From an optimization exercise on the open Yosys and OpenROAD flow, aimed at small area; shortcuts taken in it are not production practice. Where RTL was checked, it was by simulation tests only, not by an equivalence proof against the original. Power figures rest on the tool's default switching activity, not on a simulated workload.

// midi_synth_top
module midi_synth_top #(
    parameter int NUM_VOICES    = 4,
    parameter int ATTACK_TIME   = 4,
    parameter int SUSTAIN_TIME  = 40,
    parameter int REL_TIME      = 8,
    parameter int SAMPLE_DIVIDE = 16
) (
    input  logic                        clk,
    input  logic                        reset,
    input  logic [7:0]                  midi_byte,
    input  logic                        midi_valid,
    input  logic [15:0]                 sustain_inc,
    output logic signed [15:0]          mix_sample,
    output logic                        mix_valid,
    output logic [NUM_VOICES-1:0]       voice_on,
    output logic [NUM_VOICES-1:0][7:0]  voice_gain
);
Size in the first run: roughly 320 flip-flops, ~80 I/O pins, roughly 18000 um2 of cells after synthesis.
export LEC_CHECK = 0
export ABC_AREA = 1
export CAP_MARGIN = 20
export CORE_MARGIN = 2
export CORE_UTILIZATION = 65
export SLEW_MARGIN = 20
create_clock -name core_clock -period 12.0 [get_ports {clk}]
standard.sh (not shown) runs the stock make flow with config.mk's settings and CLKGATE_MAP_FILE= SYNTH_SCRIPT=/design/flow/synth_recipe.tcl, a recipe that flattens the netlist after the stock synthesis.
==> flow/flow/run.sh <==
#!/bin/bash
# The standard layout with two changes: the input and output ports are buffered with the
# smallest buffer cell instead of the one buffer_ports picks by itself, and clock tree synthesis
# adds no dummy loads.
set -euo pipefail
export BUFFER_PORTS_ARGS="-buffer_cell sky130_fd_sc_hd__buf_1"
export CTS_ARGS="-sink_clustering_enable -repair_clock_nets -sink_clustering_size 14 -sink_clustering_max_diameter 60 -buf_list sky130_fd_sc_hd__clkbuf_8 -dont_use_dummy_load"
bash standard.sh > standard.log 2>&1
The first run completed without violations.
Rerun with:
Settings changed: CORE_UTILIZATION 65 to 75.
=> The new run ran to the end with no violations; die area came out lower by 13%; design area is about the same; total power came out higher by 1.2%; wire length came out higher by 3.8%; combinational power hardly moves; setup slack gets better by 0.021 ns.

---

Another version of the RTL of midi_synth_top (not shown whole).
Size in the first run: ~2,300 cells after synthesis, ~80 I/O pins, roughly 0.019 sq mm of cells after synthesis.
Settings: LEC_CHECK=0, ABC_AREA=1, CAP_MARGIN=20, CORE_MARGIN=2, CORE_UTILIZATION=65, CTS_BUF_LIST=sky130_fd_sc_hd__clkbuf_16, CTS_CLUSTER_DIAMETER=100, CTS_CLUSTER_SIZE=25, SLEW_MARGIN=20; clock period 12.0 ns.
==> flow/flow/run.sh <==
#!/bin/bash
# The standard layout, except that the input and output ports are buffered with the
# smallest buffer cell instead of the one buffer_ports picks by itself.
set -euo pipefail
export BUFFER_PORTS_ARGS="-buffer_cell sky130_fd_sc_hd__buf_1"
bash standard.sh > standard.log 2>&1
The baseline completed without violations.
Change:
==> flow/run.sh (new file) <==
#!/bin/bash
# synth_recipe.tcl (not shown) runs the flow's synth.tcl, then flattens the netlist and writes it again
# the make line also repeats each setting of config.mk as NAME=value (left out here)
make -C /OpenROAD-flow-scripts/flow DESIGN_CONFIG=/design/flow/config.mk WORK_HOME=/design/flow/orfs CLKGATE_MAP_FILE= SYNTH_SCRIPT=/design/flow/synth_recipe.tcl finish
CTS_BUF_LIST = sky130_fd_sc_hd__clkbuf_4   (was sky130_fd_sc_hd__clkbuf_16)
CTS_CLUSTER_DIAMETER = not set   (was 100)
CTS_CLUSTER_SIZE = 20   (was 25)
removed: flow/flow/run.sh
removed: flow/standard.sh
The new run ran to the end with no violations; worst setup slack barely changes; design area is higher by a few percent; non-clock buffer count went down by 1; total power rose by about a fifth; die area does not change; wire length went up by a few percent; maximum frequency barely changes.
Change:
==> flow/flow/run.sh (new file) <==
#!/bin/bash
# The standard layout, except that the input and output ports are buffered with the
# smallest buffer cell instead of the one buffer_ports picks by itself.
set -euo pipefail
export BUFFER_PORTS_ARGS="-buffer_cell sky130_fd_sc_hd__buf_1"
bash standard.sh > standard.log 2>&1
==> flow/standard.sh (new file) <==
#!/bin/bash
# synth_recipe.tcl (not shown) runs the flow's synth.tcl, then flattens the netlist and writes it again
# the make line also repeats each setting of config.mk as NAME=value (left out here)
make -C /OpenROAD-flow-scripts/flow DESIGN_CONFIG=/design/flow/config.mk WORK_HOME=/design/flow/orfs CLKGATE_MAP_FILE= SYNTH_SCRIPT=/design/flow/synth_recipe.tcl "${@:-finish}"
removed: flow/run.sh
What happened: Area after synthesis does not change; maximum frequency grows by 0.60%; non-clock buffer count climbs by 1; synthesized cell count is unchanged; clock power hardly moves; combinational power drops by about 4%; worst hold slack is worse by 0.0094 ns; setup slack improves by 0.068 ns; power falls by 2.3%; sequential share of layout area climbs by 0.85 points; die area does not change.
Change:
==> flow/run.sh (new file) <==
#!/bin/bash
# synth_recipe.tcl (not shown) runs the flow's synth.tcl, then flattens the netlist and writes it again
# the make line also repeats each setting of config.mk as NAME=value (left out here)
make -C /OpenROAD-flow-scripts/flow DESIGN_CONFIG=/design/flow/config.mk WORK_HOME=/design/flow/orfs CLKGATE_MAP_FILE= SYNTH_SCRIPT=/design/flow/synth_recipe.tcl finish
CTS_BUF_LIST = sky130_fd_sc_hd__clkbuf_16   (was sky130_fd_sc_hd__clkbuf_4)
CTS_CLUSTER_DIAMETER = 100   (was not set)
CTS_CLUSTER_SIZE = 25   (was 20)
removed: flow/flow/run.sh
removed: flow/standard.sh
Result:
- The changed run finished clean
- total power went down by about 9%
- synthesized area does not change
- via count went down by 3.0%
- clock-buffer cell count went down by 97

---

job 2558:
Another version of the RTL of midi_synth_top (not shown whole).
Size: about 320 flip-flops, ~80 I/O pins, roughly 20000 µm² of cells after synthesis.
==> flow/config.mk <==
export PLATFORM = sky130hd
export DESIGN_NAME = midi_synth_top
export DESIGN_NICKNAME = midi_synth_top
export VERILOG_FILES = /design/flow/design.v
export SDC_FILE = /design/flow/constraint.sdc
export NUM_CORES = 4
export LEC_CHECK = 0
export CAP_MARGIN = 20
export CORE_MARGIN = 2
export CORE_UTILIZATION = 65
export CTS_BUF_LIST = sky130_fd_sc_hd__clkbuf_4
export CTS_CLUSTER_SIZE = 20
export SLEW_MARGIN = 20
==> flow/constraint.sdc <==
create_clock -name core_clock -period 12.0 [get_ports {clk}]
set_input_delay 2.4000 -clock core_clock [delete_from_list [all_inputs] [get_ports {clk}]]
set_output_delay 2.4000 -clock core_clock [all_outputs]
set_load 0.01 [all_outputs]
run.sh (not shown) runs the stock make flow with config.mk's settings and CLKGATE_MAP_FILE= SYNTH_SCRIPT=/design/flow/synth_recipe.tcl, a recipe that flattens the netlist after the stock synthesis.
Stock flow here: none of the scripts above is used.
Relative to job 2558, the following input files were edited for job 7082:
Settings: swapping 20 for 30 in CTS_CLUSTER_SIZE; putting CTS_CLUSTER_DIAMETER at 100 where nothing was set; swapping sky130_fd_sc_hd__clkbuf_4 for sky130_fd_sc_hd__clkbuf_16 in CTS_BUF_LIST.
--- outcome ---
Inverter count of the layout excluding clock inverters: job 2558 vs job 7082 identical. Job 7082: combinational share of power higher than job 2558. Comparing job 2558 and job 7082, violation count after the first detailed-routing iteration is higher on job 7082. Sequential share of layout area (job 7082 over job 2558): increase, 0.82 points. Between job 7082 and job 2558, it is job 7082 whose required time of the critical path is lower, by 0.25 ns. Cmp job 7082 vs job 2558: switching share of power higher in job 7082. Count of cells resized by post-cts repair, job 2558 and job 7082, lower one = job 2558. Job 7082 ended with less leakage dissipation than job 2558. Job 7082 — clock network fraction of total power 7.7 points lower, job 2558 as reference.
No functional check of the RTL was part of any run of this note.

---

Setup of cedar:
Another version of the RTL of midi_synth_top (not shown whole).
For scale: about 2,200 cells after synthesis, roughly 320 flip-flops, about 80 I/O pins, roughly 0.018 mm2 of cells after synthesis.
export LEC_CHECK = 0
export ABC_AREA = 1
export CAP_MARGIN = 20
export CORE_MARGIN = 2
export CORE_UTILIZATION = 65
export SLEW_MARGIN = 20
create_clock -name core_clock -period 12.0 [get_ports {clk}]
standard.sh (not shown) runs the stock make flow with config.mk's settings and CLKGATE_MAP_FILE= SYNTH_SCRIPT=/design/flow/synth_recipe.tcl, a recipe that flattens the netlist after the stock synthesis.
==> flow/flow/run.sh <==
#!/bin/bash
# The standard layout with two changes: the input and output ports are buffered with the
# smallest buffer cell instead of the one buffer_ports picks by itself, and clock tree synthesis
# adds no dummy loads.
set -euo pipefail
export BUFFER_PORTS_ARGS="-buffer_cell sky130_fd_sc_hd__buf_1"
export CTS_ARGS="-sink_clustering_enable -repair_clock_nets -sink_clustering_size 20 -sink_clustering_max_diameter 55 -buf_list sky130_fd_sc_hd__clkbuf_8 -dont_use_dummy_load"
bash standard.sh > standard.log 2>&1
Input-level comparison between birch and cedar:
--- a/flow/flow/run.sh
+++ b/flow/flow/run.sh
@@ -5,4 +5,4 @@
 set -euo pipefail
 export BUFFER_PORTS_ARGS="-buffer_cell sky130_fd_sc_hd__buf_1"
-export CTS_ARGS="-sink_clustering_enable -repair_clock_nets -sink_clustering_size 20 -sink_clustering_max_diameter 55 -buf_list sky130_fd_sc_hd__clkbuf_8 -dont_use_dummy_load"
+export CTS_ARGS="-sink_clustering_enable -repair_clock_nets -sink_clustering_size 18 -sink_clustering_max_diameter 70 -buf_list sky130_fd_sc_hd__clkbuf_8 -dont_use_dummy_load"
 bash standard.sh > standard.log 2>&1
==> comparison <==
Count of buffering cells on the critical path with inverters included delta for birch relative to cedar: 3 lower. Compared with cedar, in birch clock share of power fell by 0.8 points; maximum achievable frequency now sits at about the same level; number of nets in the layout ~0 delta. Final area: birch lower than cedar. Diff cedar..birch | count of placed standard cells in the final layout, fillers left out | negligible. cedar → birch: number of search-and-repair iterations in the first detailed-routing pass rose 2, critical path depth moved down, worst path arrival time saw little to no change, final critical path time including I/O delays and setup held steady. As far as clock network latency to the later pin of the worst-skew pair is concerned, cedar and birch perform about the same.

---

midi_synth_top with an RTL version that a note above also has.
For scale: ~2200 cells after synthesis, roughly 320 flip-flops, ~80 I/O pins, about 18000 sq um of cells after synthesis.
clock: 12.0 ns
lec_check: 0
abc_area: 1
cap_margin: 5
core_margin: 2
core_utilization: 65
slew_margin: 5
==> flow/flow/run.sh <==
#!/bin/bash
# The standard layout with two changes: the input and output ports are buffered with the
# smallest buffer cell instead of the one buffer_ports picks by itself, and clock tree synthesis
# adds no dummy loads.
set -euo pipefail
export BUFFER_PORTS_ARGS="-buffer_cell sky130_fd_sc_hd__buf_1"
export CTS_ARGS="-sink_clustering_enable -repair_clock_nets -sink_clustering_size 25 -sink_clustering_max_diameter 100 -buf_list sky130_fd_sc_hd__clkbuf_16 -dont_use_dummy_load"
bash standard.sh > standard.log 2>&1
The baseline completed with no timing, DRC or antenna violations.
Rerun with:
==> flow/run.sh (new file) <==
#!/bin/bash
# synth_recipe.tcl (not shown) runs the flow's synth.tcl, then flattens the netlist and writes it again
# the make line also repeats each setting of config.mk as NAME=value (left out here)
make -C /OpenROAD-flow-scripts/flow DESIGN_CONFIG=/design/flow/config.mk WORK_HOME=/design/flow/orfs CLKGATE_MAP_FILE= SYNTH_SCRIPT=/design/flow/synth_recipe.tcl finish
Settings changed: CAP_MARGIN 5 to 20, CTS_BUF_LIST from default to sky130_fd_sc_hd__clkbuf_8, CTS_CLUSTER_DIAMETER from default to 70, CTS_CLUSTER_SIZE from default to 18, SLEW_MARGIN 5 to 20.
removed: flow/flow/run.sh
removed: flow/standard.sh
The changed run produced a clean layout.
Power rises by 2.6%.
Cell count rises by 0.93%.
Die area does not change.
Design area rises by 2.9%.
Sequential power stays flat.
Routed wire length rises by 1.7%.
Worst setup slack got worse by 61 ps.
Via count rises by 1.5%.
Utilization rises by 2.0 points.
First-iteration DRC count falls by 0.72%.
Combinational power rises by about 6%.
Rerun with:
==> flow/flow/run.sh (new file) <==
#!/bin/bash
# The standard layout with two changes: the input and output ports are buffered with the
# smallest buffer cell instead of the one buffer_ports picks by itself, and clock tree synthesis
# adds no dummy loads.
set -euo pipefail
export BUFFER_PORTS_ARGS="-buffer_cell sky130_fd_sc_hd__buf_1"
export CTS_ARGS="-sink_clustering_enable -repair_clock_nets -sink_clustering_size 18 -sink_clustering_max_diameter 70 -buf_list sky130_fd_sc_hd__clkbuf_8 -dont_use_dummy_load"
bash standard.sh > standard.log 2>&1
==> flow/standard.sh (new file) <==
#!/bin/bash
# synth_recipe.tcl (not shown) runs the flow's synth.tcl, then flattens the netlist and writes it again
# the make line also repeats each setting of config.mk as NAME=value (left out here)
make -C /OpenROAD-flow-scripts/flow DESIGN_CONFIG=/design/flow/config.mk WORK_HOME=/design/flow/orfs CLKGATE_MAP_FILE= SYNTH_SCRIPT=/design/flow/synth_recipe.tcl "${@:-finish}"
Settings changed: CTS_BUF_LIST sky130_fd_sc_hd__clkbuf_8 to default, CTS_CLUSTER_DIAMETER 70 to default, CTS_CLUSTER_SIZE 18 to default.
removed: flow/run.sh
Critical path depth decreases by 1. Final cell count decreases by 0.73%. Cell area decreases by 3.4%. Total power decreases by 5.5%. Non-clock buffer count decreases by 3. First-iteration DRC count increases by 8.9%. Clock-buffer cell count decreases by 2. Setup slack gains 77 ps. Utilization decreases by 2.4 points. Die area stays the same. Sequential cell count is unchanged.

---

Setup of run a:
midi_synth_top, a different RTL version from the one above (not shown whole).
Size: ~2200 cells after synthesis, about 320 flip-flops, ~18000 sq um of cells after synthesis.
export LEC_CHECK = 0
export ABC_AREA = 1
export CAP_MARGIN = 20
export CORE_MARGIN = 2
export CORE_UTILIZATION = 65
export GPL_TIMING_DRIVEN = 0
export SLEW_MARGIN = 20
create_clock -name core_clock -period 12.0 [get_ports {clk}]
==> flow/flow/run.sh <==
#!/bin/bash
# The standard layout with two changes: the input and output ports are buffered with the
# smallest buffer cell instead of the one buffer_ports picks by itself, and clock tree synthesis
# adds no dummy loads.
set -euo pipefail
export BUFFER_PORTS_ARGS="-buffer_cell sky130_fd_sc_hd__buf_1"
export CTS_ARGS="-sink_clustering_enable -repair_clock_nets -sink_clustering_size 25 -sink_clustering_max_diameter 100 -buf_list sky130_fd_sc_hd__clkbuf_16 -dont_use_dummy_load"
bash standard.sh > standard.log 2>&1
### run a -> run b
- a deleted GPL_TIMING_DRIVEN that had been 0
Findings:
Run b: all stages complete, timing, DRC and antenna checks passed
Row post-route clock skew: run b higher / run a lower
On time the final worst path needs with I/O delays and setup, run b does better than run a.
Sequential element share of the synthesized area: run a vs run b identical
Cmp run b vs run a: count of non-filler cells in the finished layout lower in run b
Run b vs. run a: global-route usage saw a decrease, reported combinational group power closely matched the old numbers.
Relative to run a, the final cell area reported for run b is lower.
The final reports for run b and run a show synthesis-to-finish area growth lower in the former.
Summary — post-layout worst setup margin, run b relative to run a: higher, by 0.020 ns.
Function was not checked in any run of this note: the RTL went through the layout flow alone.

---

midi_synth_top, a different RTL version from the one above (not shown whole).
Size in the first run: ~2,400 cells after synthesis, roughly 80 I/O pins, roughly 0.019 mm^2 of cells after synthesis.
clock: 12.0 ns
lec_check: 0
abc_area: 1
cap_margin: 20
core_margin: 2
core_utilization: 65
cts_buf_list: sky130_fd_sc_hd__clkbuf_4
cts_cluster_size: 20
slew_margin: 20
run.sh (not shown) runs the stock make flow with config.mk's settings and CLKGATE_MAP_FILE= SYNTH_SCRIPT=/design/flow/synth_recipe.tcl, a recipe that flattens the netlist after the stock synthesis.
Stock flow here: none of the scripts above is used.
Next try:
==> flow/config.mk (replaced) <==
export PLATFORM = sky130hd
export DESIGN_NAME = midi_synth_top
export DESIGN_NICKNAME = midi_synth_top
export VERILOG_FILES = /design/flow/design.v
export SDC_FILE = /design/flow/constraint.sdc
export NUM_CORES = 4
export LEC_CHECK = 0
export CAP_MARGIN = 20
export CORE_MARGIN = 2
export CORE_UTILIZATION = 40
export SLEW_MARGIN = 20
Outcome: Synthesized area goes up by 0.84%; die area climbs by 62%; cell count goes down by 2.4%; sequential share of layout area decreases by 0.87 points; total power is about the same; sequential cell count is unchanged.

==> afterwards: timing with drivers on the ports <==
The results above use ideal ports. As a check the final layouts listed here were re-extracted and re-timed, cells and wires unchanged.
Step 1 (the two cells are an assumption about what drives the block):
set clk [get_ports {clk}]
set_driving_cell -lib_cell sky130_fd_sc_hd__clkbuf_16 $clk
set_driving_cell -lib_cell sky130_fd_sc_hd__buf_2 [delete_from_list [all_inputs] $clk]
Step 2 times the ports against the registers' clock, not the clock port: input delays grow and output delays shrink by t, the midpoint of the rising clock arrivals with the driver on.
Three values: ideal, step 1, step 2; two values: the first two.
| run | t, ns | setup slack, ns | worst hold slack (ns) | cell pins on the clock port's net |
|---|---|---|---|---|
| the first run of note 1 | 0.618 | 0.631 / 0.631 / 0.631 | 0.209 / 0.209 / 0.209 | 1 |
| the second run of note 1 | 0.621 | 0.652 / 0.652 / 0.652 | 0.269 / 0.269 / 0.269 | 1 |
| the first run of note 2 | 0.573 | 0.601 / 0.601 / 0.601 | 0.325 / 0.325 / 0.325 | 1 |
| the second run of note 2 | 0.797 | 0.601 / 0.601 / 0.601 | 0.320 / 0.320 / 0.320 | 1 |
| the third run of note 2 | 0.760 | 0.669 / 0.669 / 0.669 | 0.310 / 0.310 / 0.310 | 1 |
| the fourth run of note 2 | 0.573 | 0.550 / 0.550 / 0.550 | 0.314 / 0.314 / 0.314 | 1 |
| job 2558 | 0.788 | 0.501 / 0.501 / 0.501 | 0.286 / 0.286 / 0.286 | 1 |
| job 7082 | 0.566 | 0.388 / 0.388 / 0.388 | 0.337 / 0.337 / 0.337 | 1 |
| cedar | 0.631 | 0.478 / 0.478 / 0.478 | 0.258 / 0.258 / 0.258 | 1 |
| birch | 0.617 | 0.481 / 0.481 / 0.481 | 0.263 / 0.263 / 0.263 | 1 |
| the first run of note 5 | 0.546 | 0.627 / 0.627 / 0.627 | 0.302 / 0.302 / 0.302 | 1 |
| the second run of note 5 | 0.631 | 0.567 / 0.567 / 0.567 | 0.324 / 0.324 / 0.324 | 1 |
| the third run of note 5 | 0.597 | 0.644 / 0.644 / 0.644 | 0.312 / 0.312 / 0.312 | 1 |
| run a | 0.543 | 0.537 / 0.537 / 0.537 | 0.263 / 0.263 / 0.263 | 1 |
| run b | 0.546 | 0.557 / 0.557 / 0.557 | 0.277 / 0.277 / 0.277 | 1 |
| the first run of note 7 | 0.767 | 0.502 / 0.502 / 0.502 | 0.311 / 0.311 / 0.311 | 1 |
| the second run of note 7 | 0.599 | 0.557 / 0.557 / 0.557 | 0.321 / 0.321 / 0.321 | 1 |
After both steps setup and hold are still met in every run listed.
